Background: an optimization exercise with open tools, aiming at small area, a short achievable clock period and few clock cycles per item. Do not read the settings as production practice. Function was checked by simulation only, so behaviour that the tests miss may differ from the original. Power is estimated from default activity; no workload was simulated.

==> flow/design.v <==
module alu_exec_ctrl #(
  parameter int MUL_LAT = 3
) (
  input  logic        clk,
  input  logic        rst_n,
  input  logic        instr_valid,
  output logic        instr_ready,
  input  logic [31:0] instr,
  output logic        busy,
  output logic        done,
  output logic        illegal,
  output logic [4:0]  wb_addr,
  output logic [15:0] wb_data,
  output logic [15:0] sgpr_out,
  input  logic [4:0]  dbg_addr,
  output logic [15:0] dbg_data
);
  logic [15:0] gpr [32];
  logic [31:0] gv;
  logic [15:0] sgpr;
  logic        s1_v;
  logic [31:0] ir;
  logic [4:0]  s1_opc, rs1, rs2;
  logic        imm;
  assign s1_opc = ir[31:27];
  assign rs1    = ir[21:17];
  assign imm    = ir[16];
  assign rs2    = ir[15:11];
  logic        s2_v, s2_we, s2_mul, s2_fa, s2_fb;
  logic [4:0]  s2_opc, s2_rd;
  logic        s2_imm;
  logic [15:0] ra, rb;
  logic        s3_v, s3_we, s3_mul;
  logic [15:0] hs0, hs1, hi;
  logic        hc, s3_hc;
  assign hi = hs0 + hs1 + {15'd0, s3_hc};
  logic        stall;
  assign stall = s1_v && s1_opc == 5'd4 && s2_v && s2_we &&
                 (s2_rd == rs1 || (!imm && s2_rd == rs2));
  assign instr_ready = rst_n && !stall;
  logic [4:0]  addr_a;
  logic [31:0] sel_a, sel_b;
  logic [15:0] rd_a, rd_b;
  logic        w3a, w3b;
  assign addr_a = s1_v ? rs1 : dbg_addr;
  assign sel_a  = (32'd1 << addr_a) & gv;
  assign sel_b  = (32'd1 << rs2) & gv;
  always_comb begin
    rd_a = '0;
    rd_b = '0;
    for (int i = 0; i < 32; i++) begin
      rd_a = rd_a | (gpr[i] & {16{sel_a[i]}});
      rd_b = rd_b | (gpr[i] & {16{sel_b[i]}});
    end
  end
  assign dbg_data = rd_a;
  assign sgpr_out = sgpr;
  assign w3a      = s3_v && s3_we && wb_addr == rs1;
  assign w3b      = s3_v && s3_we && wb_addr == rs2;
  always_ff @(posedge clk) begin
    if (!stall) ir <= instr;
    s2_opc <= s1_opc;
    s2_rd  <= ir[26:22];
    s2_imm <= imm;
    s2_we  <= s1_opc <= 5'd11;
    s2_mul <= s1_opc == 5'd4;
    s2_fa  <= s2_v && s2_we && s2_rd == rs1;
    s2_fb  <= !imm && s2_v && s2_we && s2_rd == rs2;
    ra     <= w3a ? wb_data : rd_a;
    rb     <= imm ? ir[15:0] : w3b ? wb_data : rd_b;
  end
  logic [15:0] a, b, alu, sg, sum, mv, lo;
  logic [31:0] r0, r1;
  logic        sub;
  assign a = s2_fa ? wb_data : ra;
  assign b = s2_fb ? wb_data : rb;
  mul16_csa u_mul (.a(ra), .b(rb), .r0(r0), .r1(r1));
  assign {hc, lo} = {1'b0, r0[15:0]} + {1'b0, r1[15:0]};
  assign sg  = s3_v && s3_mul ? hi : sgpr;
  assign sub = s2_opc[0];
  assign sum = a + (b ^ {16{sub}}) + {15'd0, sub};
  assign mv  = s2_imm ? b : a;
  always_comb begin
    case (s2_opc)
      5'd0:    alu = sg;
      5'd1:    alu = mv;
      5'd2:    alu = sum;
      5'd3:    alu = sum;
      5'd5:    alu = a | b;
      5'd6:    alu = a & b;
      5'd7:    alu = a ^ b;
      5'd8:    alu = ~(a ^ b);
      5'd9:    alu = ~(a & b);
      5'd10:   alu = ~(a | b);
      5'd11:   alu = ~mv;
      default: alu = '0;
    endcase
  end
  always_ff @(posedge clk) begin
    s3_we   <= s2_we;
    s3_mul  <= s2_mul;
    illegal <= !s2_we;
    wb_addr <= s2_rd;
    wb_data <= s2_mul ? lo : alu;
    hs0     <= r0[31:16];
    hs1     <= r1[31:16];
    s3_hc   <= hc;
    if (s3_v && s3_we) gpr[wb_addr] <= wb_data;
  end
  always_ff @(posedge clk or negedge rst_n)
    if (!rst_n) begin
      s1_v <= 1'b0;
      s2_v <= 1'b0;
      s3_v <= 1'b0;
      sgpr <= '0;
      gv   <= '0;
    end else begin
      s1_v <= stall || instr_valid;
      s2_v <= s1_v && !stall;
      s3_v <= s2_v;
      if (s3_v && s3_mul) sgpr <= hi;
      if (s3_v && s3_we) gv[wb_addr] <= 1'b1;
    end
  assign busy = s1_v || s2_v || s3_v;
  assign done = s3_v;
endmodule
module mul16_csa(input [15:0] a, input [15:0] b, output [31:0] r0, output [31:0] r1);
  wire pp0_0 = a[0] & b[0];
  wire pp0_1 = a[1] & b[0];
  wire pp0_2 = a[2] & b[0];
  wire pp0_3 = a[3] & b[0];
  wire pp0_4 = a[4] & b[0];
  wire pp0_5 = a[5] & b[0];
  wire pp0_6 = a[6] & b[0];
  wire pp0_7 = a[7] & b[0];
  wire pp0_8 = a[8] & b[0];
  wire pp0_9 = a[9] & b[0];
  wire pp0_10 = a[10] & b[0];
  wire pp0_11 = a[11] & b[0];
  wire pp0_12 = a[12] & b[0];
  wire pp0_13 = a[13] & b[0];
  wire pp0_14 = a[14] & b[0];
  wire pp0_15 = a[15] & b[0];
  wire pp1_0 = a[0] & b[1];
  wire pp1_1 = a[1] & b[1];
  wire pp1_2 = a[2] & b[1];
  wire pp1_3 = a[3] & b[1];
  wire pp1_4 = a[4] & b[1];
  wire pp1_5 = a[5] & b[1];
  wire pp1_6 = a[6] & b[1];
  wire pp1_7 = a[7] & b[1];
  wire pp1_8 = a[8] & b[1];
  wire pp1_9 = a[9] & b[1];
  wire pp1_10 = a[10] & b[1];
  wire pp1_11 = a[11] & b[1];
  wire pp1_12 = a[12] & b[1];
  wire pp1_13 = a[13] & b[1];
  wire pp1_14 = a[14] & b[1];
  wire pp1_15 = a[15] & b[1];
  wire pp2_0 = a[0] & b[2];
  wire pp2_1 = a[1] & b[2];
  wire pp2_2 = a[2] & b[2];
  wire pp2_3 = a[3] & b[2];
  wire pp2_4 = a[4] & b[2];
  wire pp2_5 = a[5] & b[2];
  wire pp2_6 = a[6] & b[2];
  wire pp2_7 = a[7] & b[2];
  wire pp2_8 = a[8] & b[2];
  wire pp2_9 = a[9] & b[2];
  wire pp2_10 = a[10] & b[2];
  wire pp2_11 = a[11] & b[2];
  wire pp2_12 = a[12] & b[2];
  wire pp2_13 = a[13] & b[2];
  wire pp2_14 = a[14] & b[2];
  wire pp2_15 = a[15] & b[2];
  wire pp3_0 = a[0] & b[3];
  wire pp3_1 = a[1] & b[3];
  wire pp3_2 = a[2] & b[3];
  wire pp3_3 = a[3] & b[3];
  wire pp3_4 = a[4] & b[3];
  wire pp3_5 = a[5] & b[3];
  wire pp3_6 = a[6] & b[3];
  wire pp3_7 = a[7] & b[3];
  wire pp3_8 = a[8] & b[3];
  wire pp3_9 = a[9] & b[3];
  wire pp3_10 = a[10] & b[3];
  wire pp3_11 = a[11] & b[3];
  wire pp3_12 = a[12] & b[3];
  wire pp3_13 = a[13] & b[3];
  wire pp3_14 = a[14] & b[3];
  wire pp3_15 = a[15] & b[3];
  wire pp4_0 = a[0] & b[4];
  wire pp4_1 = a[1] & b[4];
  wire pp4_2 = a[2] & b[4];
  wire pp4_3 = a[3] & b[4];
  wire pp4_4 = a[4] & b[4];
  wire pp4_5 = a[5] & b[4];
  wire pp4_6 = a[6] & b[4];
  wire pp4_7 = a[7] & b[4];
  wire pp4_8 = a[8] & b[4];
  wire pp4_9 = a[9] & b[4];
  wire pp4_10 = a[10] & b[4];
  wire pp4_11 = a[11] & b[4];
  wire pp4_12 = a[12] & b[4];
  wire pp4_13 = a[13] & b[4];
  wire pp4_14 = a[14] & b[4];
  wire pp4_15 = a[15] & b[4];
  wire pp5_0 = a[0] & b[5];
  wire pp5_1 = a[1] & b[5];
  wire pp5_2 = a[2] & b[5];
  wire pp5_3 = a[3] & b[5];
  wire pp5_4 = a[4] & b[5];
  wire pp5_5 = a[5] & b[5];
  wire pp5_6 = a[6] & b[5];
  wire pp5_7 = a[7] & b[5];
  wire pp5_8 = a[8] & b[5];
  wire pp5_9 = a[9] & b[5];
  wire pp5_10 = a[10] & b[5];
  wire pp5_11 = a[11] & b[5];
  wire pp5_12 = a[12] & b[5];
  wire pp5_13 = a[13] & b[5];
  wire pp5_14 = a[14] & b[5];
  wire pp5_15 = a[15] & b[5];
  wire pp6_0 = a[0] & b[6];
  wire pp6_1 = a[1] & b[6];
  wire pp6_2 = a[2] & b[6];
  wire pp6_3 = a[3] & b[6];
  wire pp6_4 = a[4] & b[6];
  wire pp6_5 = a[5] & b[6];
  wire pp6_6 = a[6] & b[6];
  wire pp6_7 = a[7] & b[6];
  wire pp6_8 = a[8] & b[6];
  wire pp6_9 = a[9] & b[6];
  wire pp6_10 = a[10] & b[6];
  wire pp6_11 = a[11] & b[6];
  wire pp6_12 = a[12] & b[6];
  wire pp6_13 = a[13] & b[6];
  wire pp6_14 = a[14] & b[6];
  wire pp6_15 = a[15] & b[6];
  wire pp7_0 = a[0] & b[7];
  wire pp7_1 = a[1] & b[7];
  wire pp7_2 = a[2] & b[7];
  wire pp7_3 = a[3] & b[7];
  wire pp7_4 = a[4] & b[7];
  wire pp7_5 = a[5] & b[7];
  wire pp7_6 = a[6] & b[7];
  wire pp7_7 = a[7] & b[7];
  wire pp7_8 = a[8] & b[7];
  wire pp7_9 = a[9] & b[7];
  wire pp7_10 = a[10] & b[7];
  wire pp7_11 = a[11] & b[7];
  wire pp7_12 = a[12] & b[7];
  wire pp7_13 = a[13] & b[7];
  wire pp7_14 = a[14] & b[7];
  wire pp7_15 = a[15] & b[7];
  wire pp8_0 = a[0] & b[8];
  wire pp8_1 = a[1] & b[8];
  wire pp8_2 = a[2] & b[8];
  wire pp8_3 = a[3] & b[8];
  wire pp8_4 = a[4] & b[8];
  wire pp8_5 = a[5] & b[8];
  wire pp8_6 = a[6] & b[8];
  wire pp8_7 = a[7] & b[8];
  wire pp8_8 = a[8] & b[8];
  wire pp8_9 = a[9] & b[8];
  wire pp8_10 = a[10] & b[8];
  wire pp8_11 = a[11] & b[8];
  wire pp8_12 = a[12] & b[8];
  wire pp8_13 = a[13] & b[8];
  wire pp8_14 = a[14] & b[8];
  wire pp8_15 = a[15] & b[8];
  wire pp9_0 = a[0] & b[9];
  wire pp9_1 = a[1] & b[9];
  wire pp9_2 = a[2] & b[9];
  wire pp9_3 = a[3] & b[9];
  wire pp9_4 = a[4] & b[9];
  wire pp9_5 = a[5] & b[9];
  wire pp9_6 = a[6] & b[9];
  wire pp9_7 = a[7] & b[9];
  wire pp9_8 = a[8] & b[9];
  wire pp9_9 = a[9] & b[9];
  wire pp9_10 = a[10] & b[9];
  wire pp9_11 = a[11] & b[9];
  wire pp9_12 = a[12] & b[9];
  wire pp9_13 = a[13] & b[9];
  wire pp9_14 = a[14] & b[9];
  wire pp9_15 = a[15] & b[9];
  wire pp10_0 = a[0] & b[10];
  wire pp10_1 = a[1] & b[10];
  wire pp10_2 = a[2] & b[10];
  wire pp10_3 = a[3] & b[10];
  wire pp10_4 = a[4] & b[10];
  wire pp10_5 = a[5] & b[10];
  wire pp10_6 = a[6] & b[10];
  wire pp10_7 = a[7] & b[10];
  wire pp10_8 = a[8] & b[10];
  wire pp10_9 = a[9] & b[10];
  wire pp10_10 = a[10] & b[10];
  wire pp10_11 = a[11] & b[10];
  wire pp10_12 = a[12] & b[10];
  wire pp10_13 = a[13] & b[10];
  wire pp10_14 = a[14] & b[10];
  wire pp10_15 = a[15] & b[10];
  wire pp11_0 = a[0] & b[11];
  wire pp11_1 = a[1] & b[11];
  wire pp11_2 = a[2] & b[11];
  wire pp11_3 = a[3] & b[11];
  wire pp11_4 = a[4] & b[11];
  wire pp11_5 = a[5] & b[11];
  wire pp11_6 = a[6] & b[11];
  wire pp11_7 = a[7] & b[11];
  wire pp11_8 = a[8] & b[11];
  wire pp11_9 = a[9] & b[11];
  wire pp11_10 = a[10] & b[11];
  wire pp11_11 = a[11] & b[11];
  wire pp11_12 = a[12] & b[11];
  wire pp11_13 = a[13] & b[11];
  wire pp11_14 = a[14] & b[11];
  wire pp11_15 = a[15] & b[11];
  wire pp12_0 = a[0] & b[12];
  wire pp12_1 = a[1] & b[12];
  wire pp12_2 = a[2] & b[12];
  wire pp12_3 = a[3] & b[12];
  wire pp12_4 = a[4] & b[12];
  wire pp12_5 = a[5] & b[12];
  wire pp12_6 = a[6] & b[12];
  wire pp12_7 = a[7] & b[12];
  wire pp12_8 = a[8] & b[12];
  wire pp12_9 = a[9] & b[12];
  wire pp12_10 = a[10] & b[12];
  wire pp12_11 = a[11] & b[12];
  wire pp12_12 = a[12] & b[12];
  wire pp12_13 = a[13] & b[12];
  wire pp12_14 = a[14] & b[12];
  wire pp12_15 = a[15] & b[12];
  wire pp13_0 = a[0] & b[13];
  wire pp13_1 = a[1] & b[13];
  wire pp13_2 = a[2] & b[13];
  wire pp13_3 = a[3] & b[13];
  wire pp13_4 = a[4] & b[13];
  wire pp13_5 = a[5] & b[13];
  wire pp13_6 = a[6] & b[13];
  wire pp13_7 = a[7] & b[13];
  wire pp13_8 = a[8] & b[13];
  wire pp13_9 = a[9] & b[13];
  wire pp13_10 = a[10] & b[13];
  wire pp13_11 = a[11] & b[13];
  wire pp13_12 = a[12] & b[13];
  wire pp13_13 = a[13] & b[13];
  wire pp13_14 = a[14] & b[13];
  wire pp13_15 = a[15] & b[13];
  wire pp14_0 = a[0] & b[14];
  wire pp14_1 = a[1] & b[14];
  wire pp14_2 = a[2] & b[14];
  wire pp14_3 = a[3] & b[14];
  wire pp14_4 = a[4] & b[14];
  wire pp14_5 = a[5] & b[14];
  wire pp14_6 = a[6] & b[14];
  wire pp14_7 = a[7] & b[14];
  wire pp14_8 = a[8] & b[14];
  wire pp14_9 = a[9] & b[14];
  wire pp14_10 = a[10] & b[14];
  wire pp14_11 = a[11] & b[14];
  wire pp14_12 = a[12] & b[14];
  wire pp14_13 = a[13] & b[14];
  wire pp14_14 = a[14] & b[14];
  wire pp14_15 = a[15] & b[14];
  wire pp15_0 = a[0] & b[15];
  wire pp15_1 = a[1] & b[15];
  wire pp15_2 = a[2] & b[15];
  wire pp15_3 = a[3] & b[15];
  wire pp15_4 = a[4] & b[15];
  wire pp15_5 = a[5] & b[15];
  wire pp15_6 = a[6] & b[15];
  wire pp15_7 = a[7] & b[15];
  wire pp15_8 = a[8] & b[15];
  wire pp15_9 = a[9] & b[15];
  wire pp15_10 = a[10] & b[15];
  wire pp15_11 = a[11] & b[15];
  wire pp15_12 = a[12] & b[15];
  wire pp15_13 = a[13] & b[15];
  wire pp15_14 = a[14] & b[15];
  wire pp15_15 = a[15] & b[15];
  wire s0 = pp0_13 ^ pp1_12;
  wire c0 = pp0_13 & pp1_12;
  wire s1 = pp0_14 ^ pp1_13 ^ pp2_12;
  wire c1 = (pp0_14 & pp1_13) | (pp0_14 & pp2_12) | (pp1_13 & pp2_12);
  wire s2 = pp3_11 ^ pp4_10;
  wire c2 = pp3_11 & pp4_10;
  wire s3 = pp0_15 ^ pp1_14 ^ pp2_13;
  wire c3 = (pp0_15 & pp1_14) | (pp0_15 & pp2_13) | (pp1_14 & pp2_13);
  wire s4 = pp3_12 ^ pp4_11 ^ pp5_10;
  wire c4 = (pp3_12 & pp4_11) | (pp3_12 & pp5_10) | (pp4_11 & pp5_10);
  wire s5 = pp6_9 ^ pp7_8;
  wire c5 = pp6_9 & pp7_8;
  wire s6 = pp1_15 ^ pp2_14 ^ pp3_13;
  wire c6 = (pp1_15 & pp2_14) | (pp1_15 & pp3_13) | (pp2_14 & pp3_13);
  wire s7 = pp4_12 ^ pp5_11 ^ pp6_10;
  wire c7 = (pp4_12 & pp5_11) | (pp4_12 & pp6_10) | (pp5_11 & pp6_10);
  wire s8 = pp7_9 ^ pp8_8;
  wire c8 = pp7_9 & pp8_8;
  wire s9 = pp2_15 ^ pp3_14 ^ pp4_13;
  wire c9 = (pp2_15 & pp3_14) | (pp2_15 & pp4_13) | (pp3_14 & pp4_13);
  wire s10 = pp5_12 ^ pp6_11 ^ pp7_10;
  wire c10 = (pp5_12 & pp6_11) | (pp5_12 & pp7_10) | (pp6_11 & pp7_10);
  wire s11 = pp3_15 ^ pp4_14 ^ pp5_13;
  wire c11 = (pp3_15 & pp4_14) | (pp3_15 & pp5_13) | (pp4_14 & pp5_13);
  wire s12 = pp0_9 ^ pp1_8;
  wire c12 = pp0_9 & pp1_8;
  wire s13 = pp0_10 ^ pp1_9 ^ pp2_8;
  wire c13 = (pp0_10 & pp1_9) | (pp0_10 & pp2_8) | (pp1_9 & pp2_8);
  wire s14 = pp3_7 ^ pp4_6;
  wire c14 = pp3_7 & pp4_6;
  wire s15 = pp0_11 ^ pp1_10 ^ pp2_9;
  wire c15 = (pp0_11 & pp1_10) | (pp0_11 & pp2_9) | (pp1_10 & pp2_9);
  wire s16 = pp3_8 ^ pp4_7 ^ pp5_6;
  wire c16 = (pp3_8 & pp4_7) | (pp3_8 & pp5_6) | (pp4_7 & pp5_6);
  wire s17 = pp6_5 ^ pp7_4;
  wire c17 = pp6_5 & pp7_4;
  wire s18 = pp0_12 ^ pp1_11 ^ pp2_10;
  wire c18 = (pp0_12 & pp1_11) | (pp0_12 & pp2_10) | (pp1_11 & pp2_10);
  wire s19 = pp3_9 ^ pp4_8 ^ pp5_7;
  wire c19 = (pp3_9 & pp4_8) | (pp3_9 & pp5_7) | (pp4_8 & pp5_7);
  wire s20 = pp6_6 ^ pp7_5 ^ pp8_4;
  wire c20 = (pp6_6 & pp7_5) | (pp6_6 & pp8_4) | (pp7_5 & pp8_4);
  wire s21 = pp9_3 ^ pp10_2;
  wire c21 = pp9_3 & pp10_2;
  wire s22 = pp2_11 ^ pp3_10 ^ pp4_9;
  wire c22 = (pp2_11 & pp3_10) | (pp2_11 & pp4_9) | (pp3_10 & pp4_9);
  wire s23 = pp5_8 ^ pp6_7 ^ pp7_6;
  wire c23 = (pp5_8 & pp6_7) | (pp5_8 & pp7_6) | (pp6_7 & pp7_6);
  wire s24 = pp8_5 ^ pp9_4 ^ pp10_3;
  wire c24 = (pp8_5 & pp9_4) | (pp8_5 & pp10_3) | (pp9_4 & pp10_3);
  wire s25 = pp11_2 ^ pp12_1 ^ pp13_0;
  wire c25 = (pp11_2 & pp12_1) | (pp11_2 & pp13_0) | (pp12_1 & pp13_0);
  wire s26 = pp5_9 ^ pp6_8 ^ pp7_7;
  wire c26 = (pp5_9 & pp6_8) | (pp5_9 & pp7_7) | (pp6_8 & pp7_7);
  wire s27 = pp8_6 ^ pp9_5 ^ pp10_4;
  wire c27 = (pp8_6 & pp9_5) | (pp8_6 & pp10_4) | (pp9_5 & pp10_4);
  wire s28 = pp11_3 ^ pp12_2 ^ pp13_1;
  wire c28 = (pp11_3 & pp12_2) | (pp11_3 & pp13_1) | (pp12_2 & pp13_1);
  wire s29 = pp14_0 ^ s1 ^ s2;
  wire c29 = (pp14_0 & s1) | (pp14_0 & s2) | (s1 & s2);
  wire s30 = pp8_7 ^ pp9_6 ^ pp10_5;
  wire c30 = (pp8_7 & pp9_6) | (pp8_7 & pp10_5) | (pp9_6 & pp10_5);
  wire s31 = pp11_4 ^ pp12_3 ^ pp13_2;
  wire c31 = (pp11_4 & pp12_3) | (pp11_4 & pp13_2) | (pp12_3 & pp13_2);
  wire s32 = pp14_1 ^ pp15_0 ^ s3;
  wire c32 = (pp14_1 & pp15_0) | (pp14_1 & s3) | (pp15_0 & s3);
  wire s33 = s4 ^ s5 ^ c1;
  wire c33 = (s4 & s5) | (s4 & c1) | (s5 & c1);
  wire s34 = pp9_7 ^ pp10_6 ^ pp11_5;
  wire c34 = (pp9_7 & pp10_6) | (pp9_7 & pp11_5) | (pp10_6 & pp11_5);
  wire s35 = pp12_4 ^ pp13_3 ^ pp14_2;
  wire c35 = (pp12_4 & pp13_3) | (pp12_4 & pp14_2) | (pp13_3 & pp14_2);
  wire s36 = pp15_1 ^ s6 ^ s7;
  wire c36 = (pp15_1 & s6) | (pp15_1 & s7) | (s6 & s7);
  wire s37 = s8 ^ c3 ^ c4;
  wire c37 = (s8 & c3) | (s8 & c4) | (c3 & c4);
  wire s38 = pp8_9 ^ pp9_8 ^ pp10_7;
  wire c38 = (pp8_9 & pp9_8) | (pp8_9 & pp10_7) | (pp9_8 & pp10_7);
  wire s39 = pp11_6 ^ pp12_5 ^ pp13_4;
  wire c39 = (pp11_6 & pp12_5) | (pp11_6 & pp13_4) | (pp12_5 & pp13_4);
  wire s40 = pp14_3 ^ pp15_2 ^ s9;
  wire c40 = (pp14_3 & pp15_2) | (pp14_3 & s9) | (pp15_2 & s9);
  wire s41 = s10 ^ c6 ^ c7;
  wire c41 = (s10 & c6) | (s10 & c7) | (c6 & c7);
  wire s42 = pp6_12 ^ pp7_11 ^ pp8_10;
  wire c42 = (pp6_12 & pp7_11) | (pp6_12 & pp8_10) | (pp7_11 & pp8_10);
  wire s43 = pp9_9 ^ pp10_8 ^ pp11_7;
  wire c43 = (pp9_9 & pp10_8) | (pp9_9 & pp11_7) | (pp10_8 & pp11_7);
  wire s44 = pp12_6 ^ pp13_5 ^ pp14_4;
  wire c44 = (pp12_6 & pp13_5) | (pp12_6 & pp14_4) | (pp13_5 & pp14_4);
  wire s45 = pp15_3 ^ s11 ^ c9;
  wire c45 = (pp15_3 & s11) | (pp15_3 & c9) | (s11 & c9);
  wire s46 = pp4_15 ^ pp5_14 ^ pp6_13;
  wire c46 = (pp4_15 & pp5_14) | (pp4_15 & pp6_13) | (pp5_14 & pp6_13);
  wire s47 = pp7_12 ^ pp8_11 ^ pp9_10;
  wire c47 = (pp7_12 & pp8_11) | (pp7_12 & pp9_10) | (pp8_11 & pp9_10);
  wire s48 = pp10_9 ^ pp11_8 ^ pp12_7;
  wire c48 = (pp10_9 & pp11_8) | (pp10_9 & pp12_7) | (pp11_8 & pp12_7);
  wire s49 = pp13_6 ^ pp14_5 ^ pp15_4;
  wire c49 = (pp13_6 & pp14_5) | (pp13_6 & pp15_4) | (pp14_5 & pp15_4);
  wire s50 = pp5_15 ^ pp6_14 ^ pp7_13;
  wire c50 = (pp5_15 & pp6_14) | (pp5_15 & pp7_13) | (pp6_14 & pp7_13);
  wire s51 = pp8_12 ^ pp9_11 ^ pp10_10;
  wire c51 = (pp8_12 & pp9_11) | (pp8_12 & pp10_10) | (pp9_11 & pp10_10);
  wire s52 = pp11_9 ^ pp12_8 ^ pp13_7;
  wire c52 = (pp11_9 & pp12_8) | (pp11_9 & pp13_7) | (pp12_8 & pp13_7);
  wire s53 = pp6_15 ^ pp7_14 ^ pp8_13;
  wire c53 = (pp6_15 & pp7_14) | (pp6_15 & pp8_13) | (pp7_14 & pp8_13);
  wire s54 = pp9_12 ^ pp10_11 ^ pp11_10;
  wire c54 = (pp9_12 & pp10_11) | (pp9_12 & pp11_10) | (pp10_11 & pp11_10);
  wire s55 = pp7_15 ^ pp8_14 ^ pp9_13;
  wire c55 = (pp7_15 & pp8_14) | (pp7_15 & pp9_13) | (pp8_14 & pp9_13);
  wire s56 = pp0_6 ^ pp1_5;
  wire c56 = pp0_6 & pp1_5;
  wire s57 = pp0_7 ^ pp1_6 ^ pp2_5;
  wire c57 = (pp0_7 & pp1_6) | (pp0_7 & pp2_5) | (pp1_6 & pp2_5);
  wire s58 = pp3_4 ^ pp4_3;
  wire c58 = pp3_4 & pp4_3;
  wire s59 = pp0_8 ^ pp1_7 ^ pp2_6;
  wire c59 = (pp0_8 & pp1_7) | (pp0_8 & pp2_6) | (pp1_7 & pp2_6);
  wire s60 = pp3_5 ^ pp4_4 ^ pp5_3;
  wire c60 = (pp3_5 & pp4_4) | (pp3_5 & pp5_3) | (pp4_4 & pp5_3);
  wire s61 = pp6_2 ^ pp7_1;
  wire c61 = pp6_2 & pp7_1;
  wire s62 = pp2_7 ^ pp3_6 ^ pp4_5;
  wire c62 = (pp2_7 & pp3_6) | (pp2_7 & pp4_5) | (pp3_6 & pp4_5);
  wire s63 = pp5_4 ^ pp6_3 ^ pp7_2;
  wire c63 = (pp5_4 & pp6_3) | (pp5_4 & pp7_2) | (pp6_3 & pp7_2);
  wire s64 = pp8_1 ^ pp9_0 ^ s12;
  wire c64 = (pp8_1 & pp9_0) | (pp8_1 & s12) | (pp9_0 & s12);
  wire s65 = pp5_5 ^ pp6_4 ^ pp7_3;
  wire c65 = (pp5_5 & pp6_4) | (pp5_5 & pp7_3) | (pp6_4 & pp7_3);
  wire s66 = pp8_2 ^ pp9_1 ^ pp10_0;
  wire c66 = (pp8_2 & pp9_1) | (pp8_2 & pp10_0) | (pp9_1 & pp10_0);
  wire s67 = s13 ^ s14 ^ c12;
  wire c67 = (s13 & s14) | (s13 & c12) | (s14 & c12);
  wire s68 = pp8_3 ^ pp9_2 ^ pp10_1;
  wire c68 = (pp8_3 & pp9_2) | (pp8_3 & pp10_1) | (pp9_2 & pp10_1);
  wire s69 = pp11_0 ^ s15 ^ s16;
  wire c69 = (pp11_0 & s15) | (pp11_0 & s16) | (s15 & s16);
  wire s70 = s17 ^ c13 ^ c14;
  wire c70 = (s17 & c13) | (s17 & c14) | (c13 & c14);
  wire s71 = pp11_1 ^ pp12_0 ^ s18;
  wire c71 = (pp11_1 & pp12_0) | (pp11_1 & s18) | (pp12_0 & s18);
  wire s72 = s19 ^ s20 ^ s21;
  wire c72 = (s19 & s20) | (s19 & s21) | (s20 & s21);
  wire s73 = c15 ^ c16 ^ c17;
  wire c73 = (c15 & c16) | (c15 & c17) | (c16 & c17);
  wire s74 = s0 ^ s22 ^ s23;
  wire c74 = (s0 & s22) | (s0 & s23) | (s22 & s23);
  wire s75 = s24 ^ s25 ^ c18;
  wire c75 = (s24 & s25) | (s24 & c18) | (s25 & c18);
  wire s76 = c19 ^ c20 ^ c21;
  wire c76 = (c19 & c20) | (c19 & c21) | (c20 & c21);
  wire s77 = c0 ^ s26 ^ s27;
  wire c77 = (c0 & s26) | (c0 & s27) | (s26 & s27);
  wire s78 = s28 ^ s29 ^ c22;
  wire c78 = (s28 & s29) | (s28 & c22) | (s29 & c22);
  wire s79 = c23 ^ c24 ^ c25;
  wire c79 = (c23 & c24) | (c23 & c25) | (c24 & c25);
  wire s80 = c2 ^ s30 ^ s31;
  wire c80 = (c2 & s30) | (c2 & s31) | (s30 & s31);
  wire s81 = s32 ^ s33 ^ c26;
  wire c81 = (s32 & s33) | (s32 & c26) | (s33 & c26);
  wire s82 = c27 ^ c28 ^ c29;
  wire c82 = (c27 & c28) | (c27 & c29) | (c28 & c29);
  wire s83 = c5 ^ s34 ^ s35;
  wire c83 = (c5 & s34) | (c5 & s35) | (s34 & s35);
  wire s84 = s36 ^ s37 ^ c30;
  wire c84 = (s36 & s37) | (s36 & c30) | (s37 & c30);
  wire s85 = c31 ^ c32 ^ c33;
  wire c85 = (c31 & c32) | (c31 & c33) | (c32 & c33);
  wire s86 = c8 ^ s38 ^ s39;
  wire c86 = (c8 & s38) | (c8 & s39) | (s38 & s39);
  wire s87 = s40 ^ s41 ^ c34;
  wire c87 = (s40 & s41) | (s40 & c34) | (s41 & c34);
  wire s88 = c35 ^ c36 ^ c37;
  wire c88 = (c35 & c36) | (c35 & c37) | (c36 & c37);
  wire s89 = c10 ^ s42 ^ s43;
  wire c89 = (c10 & s42) | (c10 & s43) | (s42 & s43);
  wire s90 = s44 ^ s45 ^ c38;
  wire c90 = (s44 & s45) | (s44 & c38) | (s45 & c38);
  wire s91 = c39 ^ c40 ^ c41;
  wire c91 = (c39 & c40) | (c39 & c41) | (c40 & c41);
  wire s92 = c11 ^ s46 ^ s47;
  wire c92 = (c11 & s46) | (c11 & s47) | (s46 & s47);
  wire s93 = s48 ^ s49 ^ c42;
  wire c93 = (s48 & s49) | (s48 & c42) | (s49 & c42);
  wire s94 = c43 ^ c44 ^ c45;
  wire c94 = (c43 & c44) | (c43 & c45) | (c44 & c45);
  wire s95 = pp14_6 ^ pp15_5 ^ s50;
  wire c95 = (pp14_6 & pp15_5) | (pp14_6 & s50) | (pp15_5 & s50);
  wire s96 = s51 ^ s52 ^ c46;
  wire c96 = (s51 & s52) | (s51 & c46) | (s52 & c46);
  wire s97 = c47 ^ c48 ^ c49;
  wire c97 = (c47 & c48) | (c47 & c49) | (c48 & c49);
  wire s98 = pp12_9 ^ pp13_8 ^ pp14_7;
  wire c98 = (pp12_9 & pp13_8) | (pp12_9 & pp14_7) | (pp13_8 & pp14_7);
  wire s99 = pp15_6 ^ s53 ^ s54;
  wire c99 = (pp15_6 & s53) | (pp15_6 & s54) | (s53 & s54);
  wire s100 = c50 ^ c51 ^ c52;
  wire c100 = (c50 & c51) | (c50 & c52) | (c51 & c52);
  wire s101 = pp10_12 ^ pp11_11 ^ pp12_10;
  wire c101 = (pp10_12 & pp11_11) | (pp10_12 & pp12_10) | (pp11_11 & pp12_10);
  wire s102 = pp13_9 ^ pp14_8 ^ pp15_7;
  wire c102 = (pp13_9 & pp14_8) | (pp13_9 & pp15_7) | (pp14_8 & pp15_7);
  wire s103 = s55 ^ c53 ^ c54;
  wire c103 = (s55 & c53) | (s55 & c54) | (c53 & c54);
  wire s104 = pp8_15 ^ pp9_14 ^ pp10_13;
  wire c104 = (pp8_15 & pp9_14) | (pp8_15 & pp10_13) | (pp9_14 & pp10_13);
  wire s105 = pp11_12 ^ pp12_11 ^ pp13_10;
  wire c105 = (pp11_12 & pp12_11) | (pp11_12 & pp13_10) | (pp12_11 & pp13_10);
  wire s106 = pp14_9 ^ pp15_8 ^ c55;
  wire c106 = (pp14_9 & pp15_8) | (pp14_9 & c55) | (pp15_8 & c55);
  wire s107 = pp9_15 ^ pp10_14 ^ pp11_13;
  wire c107 = (pp9_15 & pp10_14) | (pp9_15 & pp11_13) | (pp10_14 & pp11_13);
  wire s108 = pp12_12 ^ pp13_11 ^ pp14_10;
  wire c108 = (pp12_12 & pp13_11) | (pp12_12 & pp14_10) | (pp13_11 & pp14_10);
  wire s109 = pp10_15 ^ pp11_14 ^ pp12_13;
  wire c109 = (pp10_15 & pp11_14) | (pp10_15 & pp12_13) | (pp11_14 & pp12_13);
  wire s110 = pp0_4 ^ pp1_3;
  wire c110 = pp0_4 & pp1_3;
  wire s111 = pp0_5 ^ pp1_4 ^ pp2_3;
  wire c111 = (pp0_5 & pp1_4) | (pp0_5 & pp2_3) | (pp1_4 & pp2_3);
  wire s112 = pp3_2 ^ pp4_1;
  wire c112 = pp3_2 & pp4_1;
  wire s113 = pp2_4 ^ pp3_3 ^ pp4_2;
  wire c113 = (pp2_4 & pp3_3) | (pp2_4 & pp4_2) | (pp3_3 & pp4_2);
  wire s114 = pp5_1 ^ pp6_0 ^ s56;
  wire c114 = (pp5_1 & pp6_0) | (pp5_1 & s56) | (pp6_0 & s56);
  wire s115 = pp5_2 ^ pp6_1 ^ pp7_0;
  wire c115 = (pp5_2 & pp6_1) | (pp5_2 & pp7_0) | (pp6_1 & pp7_0);
  wire s116 = s57 ^ s58 ^ c56;
  wire c116 = (s57 & s58) | (s57 & c56) | (s58 & c56);
  wire s117 = pp8_0 ^ s59 ^ s60;
  wire c117 = (pp8_0 & s59) | (pp8_0 & s60) | (s59 & s60);
  wire s118 = s61 ^ c57 ^ c58;
  wire c118 = (s61 & c57) | (s61 & c58) | (c57 & c58);
  wire s119 = s62 ^ s63 ^ s64;
  wire c119 = (s62 & s63) | (s62 & s64) | (s63 & s64);
  wire s120 = c59 ^ c60 ^ c61;
  wire c120 = (c59 & c60) | (c59 & c61) | (c60 & c61);
  wire s121 = s65 ^ s66 ^ s67;
  wire c121 = (s65 & s66) | (s65 & s67) | (s66 & s67);
  wire s122 = c62 ^ c63 ^ c64;
  wire c122 = (c62 & c63) | (c62 & c64) | (c63 & c64);
  wire s123 = s68 ^ s69 ^ s70;
  wire c123 = (s68 & s69) | (s68 & s70) | (s69 & s70);
  wire s124 = c65 ^ c66 ^ c67;
  wire c124 = (c65 & c66) | (c65 & c67) | (c66 & c67);
  wire s125 = s71 ^ s72 ^ s73;
  wire c125 = (s71 & s72) | (s71 & s73) | (s72 & s73);
  wire s126 = c68 ^ c69 ^ c70;
  wire c126 = (c68 & c69) | (c68 & c70) | (c69 & c70);
  wire s127 = s74 ^ s75 ^ s76;
  wire c127 = (s74 & s75) | (s74 & s76) | (s75 & s76);
  wire s128 = c71 ^ c72 ^ c73;
  wire c128 = (c71 & c72) | (c71 & c73) | (c72 & c73);
  wire s129 = s77 ^ s78 ^ s79;
  wire c129 = (s77 & s78) | (s77 & s79) | (s78 & s79);
  wire s130 = c74 ^ c75 ^ c76;
  wire c130 = (c74 & c75) | (c74 & c76) | (c75 & c76);
  wire s131 = s80 ^ s81 ^ s82;
  wire c131 = (s80 & s81) | (s80 & s82) | (s81 & s82);
  wire s132 = c77 ^ c78 ^ c79;
  wire c132 = (c77 & c78) | (c77 & c79) | (c78 & c79);
  wire s133 = s83 ^ s84 ^ s85;
  wire c133 = (s83 & s84) | (s83 & s85) | (s84 & s85);
  wire s134 = c80 ^ c81 ^ c82;
  wire c134 = (c80 & c81) | (c80 & c82) | (c81 & c82);
  wire s135 = s86 ^ s87 ^ s88;
  wire c135 = (s86 & s87) | (s86 & s88) | (s87 & s88);
  wire s136 = c83 ^ c84 ^ c85;
  wire c136 = (c83 & c84) | (c83 & c85) | (c84 & c85);
  wire s137 = s89 ^ s90 ^ s91;
  wire c137 = (s89 & s90) | (s89 & s91) | (s90 & s91);
  wire s138 = c86 ^ c87 ^ c88;
  wire c138 = (c86 & c87) | (c86 & c88) | (c87 & c88);
  wire s139 = s92 ^ s93 ^ s94;
  wire c139 = (s92 & s93) | (s92 & s94) | (s93 & s94);
  wire s140 = c89 ^ c90 ^ c91;
  wire c140 = (c89 & c90) | (c89 & c91) | (c90 & c91);
  wire s141 = s95 ^ s96 ^ s97;
  wire c141 = (s95 & s96) | (s95 & s97) | (s96 & s97);
  wire s142 = c92 ^ c93 ^ c94;
  wire c142 = (c92 & c93) | (c92 & c94) | (c93 & c94);
  wire s143 = s98 ^ s99 ^ s100;
  wire c143 = (s98 & s99) | (s98 & s100) | (s99 & s100);
  wire s144 = c95 ^ c96 ^ c97;
  wire c144 = (c95 & c96) | (c95 & c97) | (c96 & c97);
  wire s145 = s101 ^ s102 ^ s103;
  wire c145 = (s101 & s102) | (s101 & s103) | (s102 & s103);
  wire s146 = c98 ^ c99 ^ c100;
  wire c146 = (c98 & c99) | (c98 & c100) | (c99 & c100);
  wire s147 = s104 ^ s105 ^ s106;
  wire c147 = (s104 & s105) | (s104 & s106) | (s105 & s106);
  wire s148 = c101 ^ c102 ^ c103;
  wire c148 = (c101 & c102) | (c101 & c103) | (c102 & c103);
  wire s149 = pp15_9 ^ s107 ^ s108;
  wire c149 = (pp15_9 & s107) | (pp15_9 & s108) | (s107 & s108);
  wire s150 = c104 ^ c105 ^ c106;
  wire c150 = (c104 & c105) | (c104 & c106) | (c105 & c106);
  wire s151 = pp13_12 ^ pp14_11 ^ pp15_10;
  wire c151 = (pp13_12 & pp14_11) | (pp13_12 & pp15_10) | (pp14_11 & pp15_10);
  wire s152 = s109 ^ c107 ^ c108;
  wire c152 = (s109 & c107) | (s109 & c108) | (c107 & c108);
  wire s153 = pp11_15 ^ pp12_14 ^ pp13_13;
  wire c153 = (pp11_15 & pp12_14) | (pp11_15 & pp13_13) | (pp12_14 & pp13_13);
  wire s154 = pp14_12 ^ pp15_11 ^ c109;
  wire c154 = (pp14_12 & pp15_11) | (pp14_12 & c109) | (pp15_11 & c109);
  wire s155 = pp12_15 ^ pp13_14 ^ pp14_13;
  wire c155 = (pp12_15 & pp13_14) | (pp12_15 & pp14_13) | (pp13_14 & pp14_13);
  wire s156 = pp0_3 ^ pp1_2;
  wire c156 = pp0_3 & pp1_2;
  wire s157 = pp2_2 ^ pp3_1 ^ pp4_0;
  wire c157 = (pp2_2 & pp3_1) | (pp2_2 & pp4_0) | (pp3_1 & pp4_0);
  wire s158 = pp5_0 ^ s111 ^ s112;
  wire c158 = (pp5_0 & s111) | (pp5_0 & s112) | (s111 & s112);
  wire s159 = s113 ^ s114 ^ c111;
  wire c159 = (s113 & s114) | (s113 & c111) | (s114 & c111);
  wire s160 = s115 ^ s116 ^ c113;
  wire c160 = (s115 & s116) | (s115 & c113) | (s116 & c113);
  wire s161 = s117 ^ s118 ^ c115;
  wire c161 = (s117 & s118) | (s117 & c115) | (s118 & c115);
  wire s162 = s119 ^ s120 ^ c117;
  wire c162 = (s119 & s120) | (s119 & c117) | (s120 & c117);
  wire s163 = s121 ^ s122 ^ c119;
  wire c163 = (s121 & s122) | (s121 & c119) | (s122 & c119);
  wire s164 = s123 ^ s124 ^ c121;
  wire c164 = (s123 & s124) | (s123 & c121) | (s124 & c121);
  wire s165 = s125 ^ s126 ^ c123;
  wire c165 = (s125 & s126) | (s125 & c123) | (s126 & c123);
  wire s166 = s127 ^ s128 ^ c125;
  wire c166 = (s127 & s128) | (s127 & c125) | (s128 & c125);
  wire s167 = s129 ^ s130 ^ c127;
  wire c167 = (s129 & s130) | (s129 & c127) | (s130 & c127);
  wire s168 = s131 ^ s132 ^ c129;
  wire c168 = (s131 & s132) | (s131 & c129) | (s132 & c129);
  wire s169 = s133 ^ s134 ^ c131;
  wire c169 = (s133 & s134) | (s133 & c131) | (s134 & c131);
  wire s170 = s135 ^ s136 ^ c133;
  wire c170 = (s135 & s136) | (s135 & c133) | (s136 & c133);
  wire s171 = s137 ^ s138 ^ c135;
  wire c171 = (s137 & s138) | (s137 & c135) | (s138 & c135);
  wire s172 = s139 ^ s140 ^ c137;
  wire c172 = (s139 & s140) | (s139 & c137) | (s140 & c137);
  wire s173 = s141 ^ s142 ^ c139;
  wire c173 = (s141 & s142) | (s141 & c139) | (s142 & c139);
  wire s174 = s143 ^ s144 ^ c141;
  wire c174 = (s143 & s144) | (s143 & c141) | (s144 & c141);
  wire s175 = s145 ^ s146 ^ c143;
  wire c175 = (s145 & s146) | (s145 & c143) | (s146 & c143);
  wire s176 = s147 ^ s148 ^ c145;
  wire c176 = (s147 & s148) | (s147 & c145) | (s148 & c145);
  wire s177 = s149 ^ s150 ^ c147;
  wire c177 = (s149 & s150) | (s149 & c147) | (s150 & c147);
  wire s178 = s151 ^ s152 ^ c149;
  wire c178 = (s151 & s152) | (s151 & c149) | (s152 & c149);
  wire s179 = s153 ^ s154 ^ c151;
  wire c179 = (s153 & s154) | (s153 & c151) | (s154 & c151);
  wire s180 = pp15_12 ^ s155 ^ c153;
  wire c180 = (pp15_12 & s155) | (pp15_12 & c153) | (s155 & c153);
  wire s181 = pp13_15 ^ pp14_14 ^ pp15_13;
  wire c181 = (pp13_15 & pp14_14) | (pp13_15 & pp15_13) | (pp14_14 & pp15_13);
  wire s182 = pp0_2 ^ pp1_1;
  wire c182 = pp0_2 & pp1_1;
  wire s183 = pp2_1 ^ pp3_0 ^ s156;
  wire c183 = (pp2_1 & pp3_0) | (pp2_1 & s156) | (pp3_0 & s156);
  wire s184 = s110 ^ s157 ^ c156;
  wire c184 = (s110 & s157) | (s110 & c156) | (s157 & c156);
  wire s185 = c110 ^ s158 ^ c157;
  wire c185 = (c110 & s158) | (c110 & c157) | (s158 & c157);
  wire s186 = c112 ^ s159 ^ c158;
  wire c186 = (c112 & s159) | (c112 & c158) | (s159 & c158);
  wire s187 = c114 ^ s160 ^ c159;
  wire c187 = (c114 & s160) | (c114 & c159) | (s160 & c159);
  wire s188 = c116 ^ s161 ^ c160;
  wire c188 = (c116 & s161) | (c116 & c160) | (s161 & c160);
  wire s189 = c118 ^ s162 ^ c161;
  wire c189 = (c118 & s162) | (c118 & c161) | (s162 & c161);
  wire s190 = c120 ^ s163 ^ c162;
  wire c190 = (c120 & s163) | (c120 & c162) | (s163 & c162);
  wire s191 = c122 ^ s164 ^ c163;
  wire c191 = (c122 & s164) | (c122 & c163) | (s164 & c163);
  wire s192 = c124 ^ s165 ^ c164;
  wire c192 = (c124 & s165) | (c124 & c164) | (s165 & c164);
  wire s193 = c126 ^ s166 ^ c165;
  wire c193 = (c126 & s166) | (c126 & c165) | (s166 & c165);
  wire s194 = c128 ^ s167 ^ c166;
  wire c194 = (c128 & s167) | (c128 & c166) | (s167 & c166);
  wire s195 = c130 ^ s168 ^ c167;
  wire c195 = (c130 & s168) | (c130 & c167) | (s168 & c167);
  wire s196 = c132 ^ s169 ^ c168;
  wire c196 = (c132 & s169) | (c132 & c168) | (s169 & c168);
  wire s197 = c134 ^ s170 ^ c169;
  wire c197 = (c134 & s170) | (c134 & c169) | (s170 & c169);
  wire s198 = c136 ^ s171 ^ c170;
  wire c198 = (c136 & s171) | (c136 & c170) | (s171 & c170);
  wire s199 = c138 ^ s172 ^ c171;
  wire c199 = (c138 & s172) | (c138 & c171) | (s172 & c171);
  wire s200 = c140 ^ s173 ^ c172;
  wire c200 = (c140 & s173) | (c140 & c172) | (s173 & c172);
  wire s201 = c142 ^ s174 ^ c173;
  wire c201 = (c142 & s174) | (c142 & c173) | (s174 & c173);
  wire s202 = c144 ^ s175 ^ c174;
  wire c202 = (c144 & s175) | (c144 & c174) | (s175 & c174);
  wire s203 = c146 ^ s176 ^ c175;
  wire c203 = (c146 & s176) | (c146 & c175) | (s176 & c175);
  wire s204 = c148 ^ s177 ^ c176;
  wire c204 = (c148 & s177) | (c148 & c176) | (s177 & c176);
  wire s205 = c150 ^ s178 ^ c177;
  wire c205 = (c150 & s178) | (c150 & c177) | (s178 & c177);
  wire s206 = c152 ^ s179 ^ c178;
  wire c206 = (c152 & s179) | (c152 & c178) | (s179 & c178);
  wire s207 = c154 ^ s180 ^ c179;
  wire c207 = (c154 & s180) | (c154 & c179) | (s180 & c179);
  wire s208 = c155 ^ s181 ^ c180;
  wire c208 = (c155 & s181) | (c155 & c180) | (s181 & c180);
  wire s209 = pp14_15 ^ pp15_14 ^ c181;
  wire c209 = (pp14_15 & pp15_14) | (pp14_15 & c181) | (pp15_14 & c181);
  assign r0 = {1'b0, pp15_15, s209, s208, s207, s206, s205, s204, s203, s202, s201, s200, s199, s198, s197, s196, s195, s194, s193, s192, s191, s190, s189, s188, s187, s186, s185, s184, s183, pp2_0, pp0_1, pp0_0};
  assign r1 = {1'b0, c209, c208, c207, c206, c205, c204, c203, c202, c201, c200, c199, c198, c197, c196, c195, c194, c193, c192, c191, c190, c189, c188, c187, c186, c185, c184, c183, c182, s182, pp1_0, 1'b0};
endmodule
==> flow/standard.sh <==
#!/bin/bash
# synth_recipe.tcl (not shown) runs the flow's synth.tcl, then flattens the netlist and writes it again
# the make line also repeats each setting of config.mk as NAME=value (left out here)
make -C /OpenROAD-flow-scripts/flow DESIGN_CONFIG=/design/flow/config.mk WORK_HOME=/design/flow/orfs CLKGATE_MAP_FILE= SYNTH_SCRIPT=/design/flow/synth_recipe.tcl "${@:-finish}"
==> flow/config.mk <==
export PLATFORM = sky130hd
export DESIGN_NAME = alu_exec_ctrl
export DESIGN_NICKNAME = alu_exec_ctrl
export VERILOG_FILES = /design/flow/design.v
export SDC_FILE = /design/flow/constraint.sdc
export NUM_CORES = 4
export LEC_CHECK = 0
export CAP_MARGIN = 20
export CORE_MARGIN = 2
export CORE_UTILIZATION = 60
export PLACE_DENSITY = 0.75
export SETUP_SLACK_MARGIN = 4
export SLEW_MARGIN = 20
export TNS_END_PERCENT = 5
==> flow/flow/run.sh <==
#!/bin/bash
set -o pipefail
cp standard.sh standard_sh_copy.log
export CTS_ARGS="-sink_clustering_enable -repair_clock_nets -dont_use_dummy_load"
bash standard.sh > standard_flow.log 2>&1
==> flow/constraint.sdc <==
create_clock -name core_clock -period 10.0 [get_ports {clk}]
set_input_delay 2.0000 -clock core_clock [delete_from_list [all_inputs] [get_ports {clk}]]
set_output_delay 2.0000 -clock core_clock [all_outputs]
set_load 0.01 [all_outputs]
==> results of run 1 <==
[cells by family (layout without fill, tap and decap cells)]
| kind of cell | count (synthesis) | after routing | synth area share (%) |
|---|---|---|---|
| AO/OA/AOI/OAI | 807 | 807 | 15.3 |
| adder cells (fa/ha/maj) | 293 | 293 | 13.5 |
| buffers and inverters | 445 | 635 | 4.61 |
| other | 0 | 9 | 0 |
| multiplexers | 60 | 60 | 1.76 |
| XOR/XNOR | 78 | 78 | 1.78 |
| flip-flops | 697 | 697 | 51.3 |
| AND/OR/NAND/NOR | 838 | 838 | 11.8 |
[cell usage after synthesis, drive strengths merged (30+ instances only)]
library cell  instances  area [µm²]
dfrtp                51        1280
clkbuf              180         677
a22o                 34         298
buf                  30         209
nand3                36         180
a221oi               44         442
inv                 235         882
a22oi               445        3340
a21oi                81         432
ha                   94        1180
xnor2                51         447
and2                219        1370
nand4               111         694
fa                  199        3980
mux2                 35         409
edfxtp              544       16300
a21o                 45         338
nor2                128         480
o21ai                81         405
nand2               163         614
dfxtp               102        2040
and3                 67         424
[power by group]
| group | internal [mW] | switching (mW) |
|---|---|---|
| Sequential | 3.29 | 0.139 |
| Combinational | 0.537 | 0.904 |
| Clock | 1.28 | 1.06 |
[worst register-to-register path: stages (launching register included)]
cell and delay (ps):
dfxtp_1 780, and2_1 250, fa_1 440, fa_1 490, inv_1 60, fa_1 500
fa_1 490, inv_1 50, fa_1 450, ha_1 370, and2_1 170, o221a_2 170
o21ai_0 140, a311oi_1 470, a31oi_1 170, xnor2_1 600, a221oi_1 170, o31ai_1 110
[sequential cells by signal, indices dropped and copies added (netlist names), 5 cells and up]
signal and cells:
s2_rd 5, hs0 15, gv 32, gpr 512, wb_addr 5, hs1 15
rb 16, s2_opc 5, ra 16, wb_data 16, sgpr 16, ir 32
[repair_timing]
action	CTS	global route
setup buffers	117	1
gates resized for setup	225	2
endpoints found under the setup margin	16	17
gates cloned	1	0
pin swaps	40	4
[area by class of cell]
class                           instances  area, µm²  area share, %
Antenna cell                            9       22.5         0.0509
Inverter                              235        882           1.99
Tap cell                              846       1060           2.39
Timing Repair Buffer                  327       3390           7.65
Sequential cell                       697      19700           44.4
Clock buffer                           73       1830           4.13
Multi-Input combinational cell       2076      17400           39.4
[per-layer routing]
layer  global-route usage (%)  wire length (µm)
met4                     34.4             16100
met3                     21.8             27400
met5                    0.512                54
met1                     58.4             51500
met2                     71.5             67800
[worst min path at each step]
| stage | from | endpoint |
|---|---|---|
| after CTS | ir[22] | s2_rd[0] |
| after floorplan | ir[22] | s2_rd[0] |
| after global placement | ir[26] | s2_rd[4] |
| after detailed placement | ir[23] | s2_rd[1] |
| final | ir[22] | s2_rd[0] |
| after global routing | ir[24] | s2_rd[2] |
[per-stage QoR]
stage,area [µm²],utilization [%],hold WS (ps),std cells
2_1_floorplan,38300,-,323,3218
3_3_place_gp,40500,64.1,331,4061
3_5_place_dp,40500,64.2,331,4062
4_1_cts,44200,70.0,348,4253
5_1_grt,44200,70.1,354,4254
6_report,44200,70.1,346,4263
==> out/metrics.cfg, run 1 <==
[run_status]
status = timing/DRC/antenna clean

[sta]
slew_violations = 0
worst_pin_slew_ps = 1240
fin_setup_tns_ps = 0
finalCritPeriodShare_pct = 62.4
final-setup-viol-count = 0
fmax_mhz = 160
maxSlewHeadroom_pct = 17.4
min_period_ps = 6240
timing_hold_violations_final = 0
rsz0062_at_grt = true
layout_setup_ws_ps = 3760
skew_ps = 108

[worst_setup_path]
critPathMaxFanout = 10
end_kind = primary output
slowest_stage = dlygate4sd2_1
crit_buf_inv = 5
r2r_start = rb[1]
setup.worst_path.start_class = input port
critical_path_depth = 12
critical-path-max-stage-delay_ps = 340
path_delay_family = buffers and inverters
crit_required_ps = 8000
crit_end = dbg_data[5]
rr_worst_depth = 17
r2r_slack_ps = 4000
crit_start = dbg_addr[4]
worstPathArrival_ps = 4240
crit_chain = buf_6, mux2i_4, buf_6, a21oi_4, and3_4, buf_12, buf_4, a22oi_1, nand2_1, nor4_2, nand2_1, dlygate4sd2_1
r2r-end = wb_data[15]
critPathKind = input port to primary output

[synthesis]
ys_ff_latch = 697
ys.flop_type = edfxtp_1
seq_area_frac_synth_pct = 51.3
syn-cell-area_um2 = 38300
synth-edff-count = 544
synth_cell_types = 72
syn-num-nets = 3551
synthCells = 3218
synthArstFlopShare_pct = 7.32
synth_area_per_cell_um2 = 11.9
yosysWarnings = 1

[clock_network]
clock_path_buffers = 3
holdBufCountCts = 0
cts_tree = yes
cts_sinks = 697
cts-root-buf = clkbuf_16
cts_buffers = 73
clk_latency_ps = 680
clk_pin_slew_ps = 40
htreeDepth = 3

[route]
ant_nets = 0
vias = 32300
finalWirelength_um = 163000
first_iter_violations = 6076
drc = 0
routedWlPerCell_um = 38.2
first_pass_iters = 7
vias_per_cell = 7.58

[pwr]
max-vdd-ir-drop_mv = 0.159
totalPowerFinal_mw = 7.21
power_density_nw_per_um2 = 163
leakage_nw = 16.8

[floorplanning]
fp.dieW_um = 257
io_pins = 97
row_count = 92
core_region_area_um2 = 63100
start_util_pct = 60.8
die_h_um = 257
dieArea_um2 = 65900

[min_path]
hold_path.class = flip-flop to flip-flop
hold_depth = 0

[final_layout]
final_cell_mix = 544 x edfxtp_1, 438 x a22oi_1, 235 x inv_1
syn2layout_area_growth_pct = 15.4
nFillCells = 4476
final_common_cell = edfxtp_1
drive_above_1_share_pct = 14.5
nets = 3743

[grt]
grt_pass1_vias = 31700
grt_util_all_layers_pct = 49.1
grt_pass1_wl_um = 228000
grt_overflow = 0
grt_start_max_net_pins = 53
antenna_found_initial = 10

[place]
hpwl_um = 95500
place.gp.congestion = 1.01
pre_cts_ws_ps = 2490
port_buffers = 96

[flow_run]
drv_cap = 0

Testbench counts, summed over its fixed seeds: cycles 32,137, instrs 32,000.
==> run 2, diff against run 1 <==
--- a/flow/design.v
+++ b/flow/design.v
@@ -44,5 +44,5 @@
   logic        w3a, w3b;
   assign addr_a = s1_v ? rs1 : dbg_addr;
-  assign sel_a  = (32'd1 << addr_a) & gv;
+  assign sel_a  = (s1_v ? (32'd1 << rs1) : (32'd1 << dbg_addr)) & gv;
   assign sel_b  = (32'd1 << rs2) & gv;
   always_comb begin
@@ -100,5 +100,4 @@
     s3_we   <= s2_we;
     s3_mul  <= s2_mul;
-    illegal <= !s2_we;
     wb_addr <= s2_rd;
     wb_data <= s2_mul ? lo : alu;
@@ -122,4 +121,5 @@
       if (s3_v && s3_we) gv[wb_addr] <= 1'b1;
     end
+  assign illegal = !s3_we;
   assign busy = s1_v || s2_v || s3_v;
   assign done = s3_v;
==> out/metrics.cfg, run 2 <==
[place]
placed_area_um2 = 40400  ; -0.23%
port_buffers = 96  ; unchanged
place.gp.congestion = 1.03  ; +2.2%
hpwl_um = 93700  ; -2.0%

[worst_setup_path]
r2r-end = wb_data[15]
r2r_slack_ps = 4500  ; +500 ps
rr_worst_depth = 17  ; unchanged
crit_required_ps = 8000  ; about the same
slowest_stage = or4_4
setup.worst_path.start_class = input port
critical-path-max-stage-delay_ps = 570  ; +230 ps
critPathKind = input port to primary output
critPathMaxFanout = 6  ; -4
r2r_start = ra[8]
crit_chain = buf_8, mux2i_4, a21oi_4, and3_4, buf_12, buf_4, a22oi_1, nand4_1, or4_4, buf_2
end_kind = primary output
worstPathArrival_ps = 4280  ; +40 ps

[clock_network]
clk_pin_slew_ps = 60  ; +20 ps
clk_latency_ps = 680  ; about the same
cts-root-buf = clkbuf_16
cts_tree = yes
htreeDepth = 3  ; unchanged
cts_sinks = 696  ; -0.14%
cts_buffers = 74  ; +1.4%
clock_path_buffers = 3  ; unchanged

[grt]
grt_overflow = 0  ; unchanged
antenna_found_initial = 9  ; -1
grt_start_max_net_pins = 53  ; unchanged
grt_util_all_layers_pct = 48.2  ; -0.90 points
grt_pass1_vias = 31200  ; -1.6%
grt_pass1_wl_um = 223000  ; -1.9%

[route]
first_iter_violations = 5951  ; -2.1%
first_pass_iters = 14  ; +7
finalWirelength_um = 160000  ; -2.1%
drc = 0  ; unchanged
ant_nets = 0  ; unchanged
vias = 31800  ; -1.6%
vias_per_cell = 7.62  ; +0.46%
routedWlPerCell_um = 38.2  ; about the same

[min_path]
hp-start = ir[25]
hold_path.class = flip-flop to flip-flop
worstHoldEndpoint = s2_rd[3]
hold_depth = 0  ; unchanged

[synthesis]
synthCells = 3182  ; -1.1%
synthArstFlopShare_pct = 7.33  ; +0.011 points
synth-edff-count = 544  ; unchanged
synth_cell_types = 66  ; -8.3%
syn-num-nets = 3515  ; -1.0%
synth_top_area_share_pct = 42.7  ; +0.089 points
synth_most_common_cell = edfxtp_1
synthTopCellsByArea = edfxtp_1 43%, fa_1 10%, a22oi_1 7.8%
yosysWarnings = 1  ; unchanged
synth_area_per_cell_um2 = 12.0  ; +0.92%
ys_ff_latch = 696  ; -0.14%
yosysTopAreaCell = edfxtp_1
syn-cell-area_um2 = 38300  ; -0.21%
synth_common_cells = 544 x edfxtp_1, 400 x a22oi_1, 245 x inv_1
ys.flop_type = edfxtp_1
seq_area_frac_synth_pct = 51.3  ; +0.055 points

[final_layout]
syn2layout_area_growth_pct = 14.7
final_area_um2 = 43900  ; -0.87%
top_regs = gpr (512), gv (32), ir (32)
top_register = gpr
nFillCells = 4481  ; +0.11%
largest_reg_flops = 512  ; unchanged
nets = 3660  ; -2.2%
drive_above_1_share_pct = 14.0  ; -0.51 points
seqCellArea_um2 = 19600  ; -0.11%
multi_input_area_um2 = 17500  ; +0.52%
final_cell_mix = 544 x edfxtp_1, 398 x a22oi_1, 244 x inv_1
final_common_cell = edfxtp_1
final_util_pct = 69.5  ; -0.61 points

[pwr]
totalPowerFinal_mw = 7.10  ; -1.5%
leakage_nw = 16.7  ; -0.76%
max-vdd-ir-drop_mv = 0.159  ; -0.21%
power_density_nw_per_um2 = 162  ; -0.59%

[sta]
timing_hold_violations_final = 0  ; unchanged
hold_ws_ps = 330  ; -16.2 ps
skew_ps = 111  ; +3.01 ps
rsz0062_at_grt = true
maxSlewHeadroom_pct = 11.6  ; -5.8 points
min_period_ps = 6280  ; +40.6 ps
finalCritPeriodShare_pct = 62.8  ; +0.41 points
worst_pin_slew_ps = 1310  ; +78.1 ps
fmax_mhz = 159  ; -0.65%
slew_violations = 0  ; unchanged
final-setup-viol-count = 0  ; unchanged
fin_setup_tns_ps = 0  ; unchanged

[floorplanning]
die_h_um = 257  ; -0.10%
io_pins = 97  ; unchanged
fp.dieW_um = 257  ; -0.10%
start_util_pct = 60.6  ; -0.13 points
row_count = 92  ; unchanged
dieArea_um2 = 65800  ; -0.21%
core_region_area_um2 = 63100  ; unchanged

[flow_run]
drv_cap = 0  ; unchanged

[run_status]
status = timing/DRC/antenna clean

-- run 2: changes by cell type after synthesis, sizes merged, moves of 10 or more --
cell    delta
nand3     +23
nor3      -12
a22o      +26
nor2      -25
a221oi    +22
a21oi     -12
nand2     -22
a22oi     -45
nand4     -13
inv       +10
-- run 2: cell families (layout without fill, tap and decap cells) --
| kind of cell | after synthesis | count (layout) | share of synthesized area, % |
|---|---|---|---|
| AO/OA/AOI/OAI | 802 | 802 | 15.5 |
| AND/OR/NAND/NOR | 789 | 789 | 11.3 |
| flip-flops | 696 | 696 | 51.3 |
| multiplexers | 69 | 69 | 1.97 |
| adder cells (fa/ha/maj) | 293 | 293 | 13.5 |
| other | 0 | 6 | 0 |
| buffers and inverters | 457 | 600 | 4.73 |
| XOR/XNOR | 76 | 76 | 1.74 |
-- run 2: worst max path at each step --
stage                     start           end  slack, ps  cells after the start
global route        dbg_addr[4]   dbg_data[7]       3710                     10
CTS                 dbg_addr[4]   dbg_data[6]       3870                     10
floorplan           dbg_addr[3]  dbg_data[14]       4300                      8
finish              dbg_addr[4]   dbg_data[8]       3720                     10
global placement    dbg_addr[0]   dbg_data[4]       2460                      8
detailed placement  dbg_addr[0]   dbg_data[4]       2420                      8
-- run 2: layout make-up --
| class | instances | share of cell area (%) |
|---|---|---|
| antenna | 6 | 0.0342 |
| clock buffer | 74 | 4.22 |
| inverter | 245 | 2.10 |
| multi-input combinational | 2029 | 39.9 |
| sequential | 696 | 44.8 |
| tap | 846 | 2.41 |
| timing repair buffer | 281 | 6.56 |
-- run 2: what timing repair did --
action | in CTS | in global routing
pin swaps | 57 | 2
resized for setup | 263 | 3
hold buffers | 0 | 0
cloned | 3 | 0
setup endpoints to repair | 16 | 16
buffers inserted | 76 | 0
-- run 2: routing by layer --
layer / part of all wire [%] / up-vias / wire length (µm) / GRT usage (%)
met5: 0.10 / - / 163 / 0.0731
met4: 9.9 / 12 / 15700 / 34.2
met3: 17 / 1149 / 26700 / 21.9
met2: 41 / 3332 / 66100 / 69.6
met1: 32 / 15200 / 50800 / 57.4
li1: - / 12100 / - / -
-- run 2: where the power goes --
group / switching [mW] / total, mW / leakage [nW] / internal, mW
clock network: 1.06 / 2.36 / 0.912 / 1.29
registers: 0.175 / 3.45 / 6.56 / 3.27
logic: 0.787 / 1.30 / 9.19 / 0.511
total: 2.03 / 7.10 / 16.7 / 5.08
-- run 2: critical path, delay by kind of cell --
kind,cells,cell delay (ps)
AO/OA/AOI/OAI,2,310
buffers and inverters,4,580
AND/OR/NAND/NOR,3,1000
multiplexers,1,370
-- run 2: through the flow --
stage	worst slack (ps)	cells
3_3_place_gp	2460	4017
2_1_floorplan	4300	3182
5_1_grt	3710	4171
4_1_cts	3870	4170
6_report	3720	4177
3_5_place_dp	2420	4017
Testbench counts of run 2, summed over its fixed seeds: cycles 32,137, instrs 32,000.
==> run 3, diff against run 2 <==
--- a/flow/config.mk
+++ b/flow/config.mk
@@ -10,5 +10,5 @@
 export CORE_UTILIZATION = 60
 export PLACE_DENSITY = 0.75
-export SETUP_SLACK_MARGIN = 4
+export SETUP_SLACK_MARGIN = 3.5
 export SLEW_MARGIN = 20
 export TNS_END_PERCENT = 5
==> out/metrics.cfg, run 3 <==
[run_status]
status = timing/DRC/antenna clean

[worst_setup_path]
setup.worst_path.start_class = input port
critPathKind = input port to primary output
worstPathArrival_ps = 4590  ; +310 ps
critPathMaxFanout = 16  ; +10
crit_chain = clkdlybuf4s15_2, inv_2, o32ai_1, buf_4, and3_1, buf_12, a22o_1, a221oi_1, nand3_1, or4_4, dlygate4sd2_1
slowest_stage = or4_4
crit_required_ps = 8000  ; about the same
critical-path-max-stage-delay_ps = 550  ; -20 ps

[clock_network]
clk_pin_slew_ps = 60  ; about the same
clk_latency_ps = 670  ; about the same
cts_sinks = 696  ; unchanged
cts-root-buf = clkbuf_16
cts_tree = yes
holdBufCountCts = 0  ; unchanged
clock_path_buffers = 3  ; unchanged
htreeDepth = 3  ; unchanged

[route]
vias = 31300  ; -1.6%
vias_per_cell = 7.62  ; about the same
drc = 0  ; unchanged
finalWirelength_um = 156000  ; -2.5%
first_iter_violations = 5731  ; -3.7%
first_pass_iters = 8  ; -6
ant_nets = 0  ; unchanged

[synthesis]
synthCells = 3182  ; unchanged
synth_most_common_cell = edfxtp_1
ys_ff_latch = 696  ; unchanged
yosysTopAreaCell = edfxtp_1
synthArstFlopShare_pct = 7.33  ; unchanged
synth-edff-count = 544  ; unchanged
syn-num-nets = 3515  ; unchanged
synth_common_cells = 544 x edfxtp_1, 400 x a22oi_1, 245 x inv_1
ys.flop_type = edfxtp_1
seq_area_frac_synth_pct = 51.3  ; unchanged
synth_area_per_cell_um2 = 12.0  ; unchanged
yosysWarnings = 1  ; unchanged
synth_cell_types = 66  ; unchanged

[sta]
fmax_mhz = 152  ; -4.7%
slew_violations = 0  ; unchanged
skew_ps = 106  ; -4.84 ps
hold_ws_ps = 328  ; -1.88 ps
worst_pin_slew_ps = 1290  ; -29.4 ps
maxSlewHeadroom_pct = 13.7  ; +2.1 points
final-setup-viol-count = 0  ; unchanged
rsz0062_at_grt = true
layout_setup_ws_ps = 3410  ; -310 ps
min_period_ps = 6590  ; +310 ps

[place]
pre_cts_ws_ps = 2420  ; unchanged
port_buffers = 96  ; unchanged

[grt]
grt_util_all_layers_pct = 46.8  ; -1.4 points
grt_overflow = 0  ; unchanged
grt_start_max_net_pins = 53  ; unchanged
grt_pass1_vias = 30700  ; -1.8%

[final_layout]
final_common_cell = edfxtp_1
top_register = gpr
final_cell_mix = 544 x edfxtp_1, 400 x a22oi_1, 244 x inv_1
top_regs = gpr (512), gv (32), ir (32)
largest_reg_flops = 512  ; unchanged
nets = 3596  ; -1.7%
final_util_pct = 68.0  ; -1.6 points
drive_above_1_share_pct = 11.1  ; -2.9 points

[floorplanning]
die_h_um = 257  ; unchanged
row_count = 92  ; unchanged
fp.dieW_um = 257  ; unchanged
core_region_area_um2 = 63100  ; unchanged
io_pins = 97  ; unchanged
dieArea_um2 = 65800  ; unchanged

[min_path]
hold_path.class = flip-flop to flip-flop

[pwr]
leakage_nw = 16.2  ; -2.5%
power_density_nw_per_um2 = 165  ; +1.8%

[flow_run]
drv_cap = 0  ; unchanged

[run 3: worst paths after layout]
kind | to | start | depth (start not counted)
setup / recovery | dbg_data[13] | dbg_addr[1] | 11
min in group asynchronous | s1_v | rst_n | 2
hold / removal | s2_rd[3] | ir[25] | 0
hold reg to reg | s2_rd[3] | ir[25] | 0
max in group asynchronous | gv[4] | rst_n | 2
setup reg to reg | wb_data[15] | ra[8] | 17
[run 3: final cells by class]
cell class                 count  area (µm²)
sequential                   696       19600
fill                        4600       20200
timing repair buffer         217        2040
multi-input combinational   2029       17400
clock buffer                  74        1850
tap                          846        1060
antenna                        3        7.51
inverter                     245         920
[run 3: kinds of logic (layout without fill, tap and decap cells)]
kind of cell | count (synthesis) | after routing | synth area share (%)
AOI/OAI and AO/OA | 802 | 802 | 15.5
xor gates and xnor gates | 76 | 76 | 1.74
adders and majority gates | 293 | 293 | 13.5
buffers and inverters | 457 | 536 | 4.73
DFF | 696 | 696 | 51.3
muxes | 69 | 69 | 1.97
other | 0 | 3 | 0
and+or+nand+nor | 789 | 789 | 11.3
[run 3: report_power, final]
part / internal, mW / switching [mW] / total, mW / leakage [nW]
Sequential: 3.27 / 0.174 / 3.45 / 6.56
Combinational: 0.494 / 0.779 / 1.27 / 8.78
Clock: 1.29 / 1.05 / 2.34 / 0.912
[run 3: what timing repair did]
item / CTS / global route
cloned: 1 / 0
pin swaps: 12 / 9
resized for setup: 114 / 37
endpoints found under the setup margin: 16 / 15
buffers inserted: 9 / 6
[run 3: per-layer routing]
layer  GRT usage, %  vias up  wire length (µm)
li1               -    11900                 -
met1           56.2    15100             50100
met2           68.6     3216             65100
met3           21.0     1014             26000
met4           30.6       10             14300
met5              0        -               185
[run 3: worst max-delay path: cells and delay by family]
kind / cells / cell delay [ps]
buf+inv: 5 / 1060
simple gates: 3 / 880
compound gates: 3 / 600
[run 3: through the flow]
| step | instances | cell area (µm²) |
|---|---|---|
| 2_1_floorplan | 3182 | 38300 |
| 3_3_place_gp | 4017 | 40400 |
| 3_5_place_dp | 4017 | 40400 |
| 4_1_cts | 4101 | 42600 |
| 5_1_grt | 4107 | 42900 |
| 6_report | 4110 | 42900 |

[what the ideal ports hide]
Ports are ideal in the flow. The routed layouts listed here were re-timed in OpenROAD. Step 1: set_driving_cell puts a clkbuf_16 on clk and a buf_2 on each other input, an assumption about the parent block. Step 2 also shifts input and output timing later by t, the mid clock arrival at the registers, as if the neighbouring blocks saw the same clock. a / b / c = no drivers / after step 1 / after step 2; a / b = the first two.
| run | shift t [ns] | slack for setup (ns) |
|---|---|---|
| run 1 | 0.701 | 3.756 / 3.711 / 3.711 |
| run 2 | 0.693 | 3.716 / 3.665 / 3.665 |
| run 3 | 0.690 | 3.405 / 3.365 / 3.365 |
After both steps setup and hold are still met in every run listed.
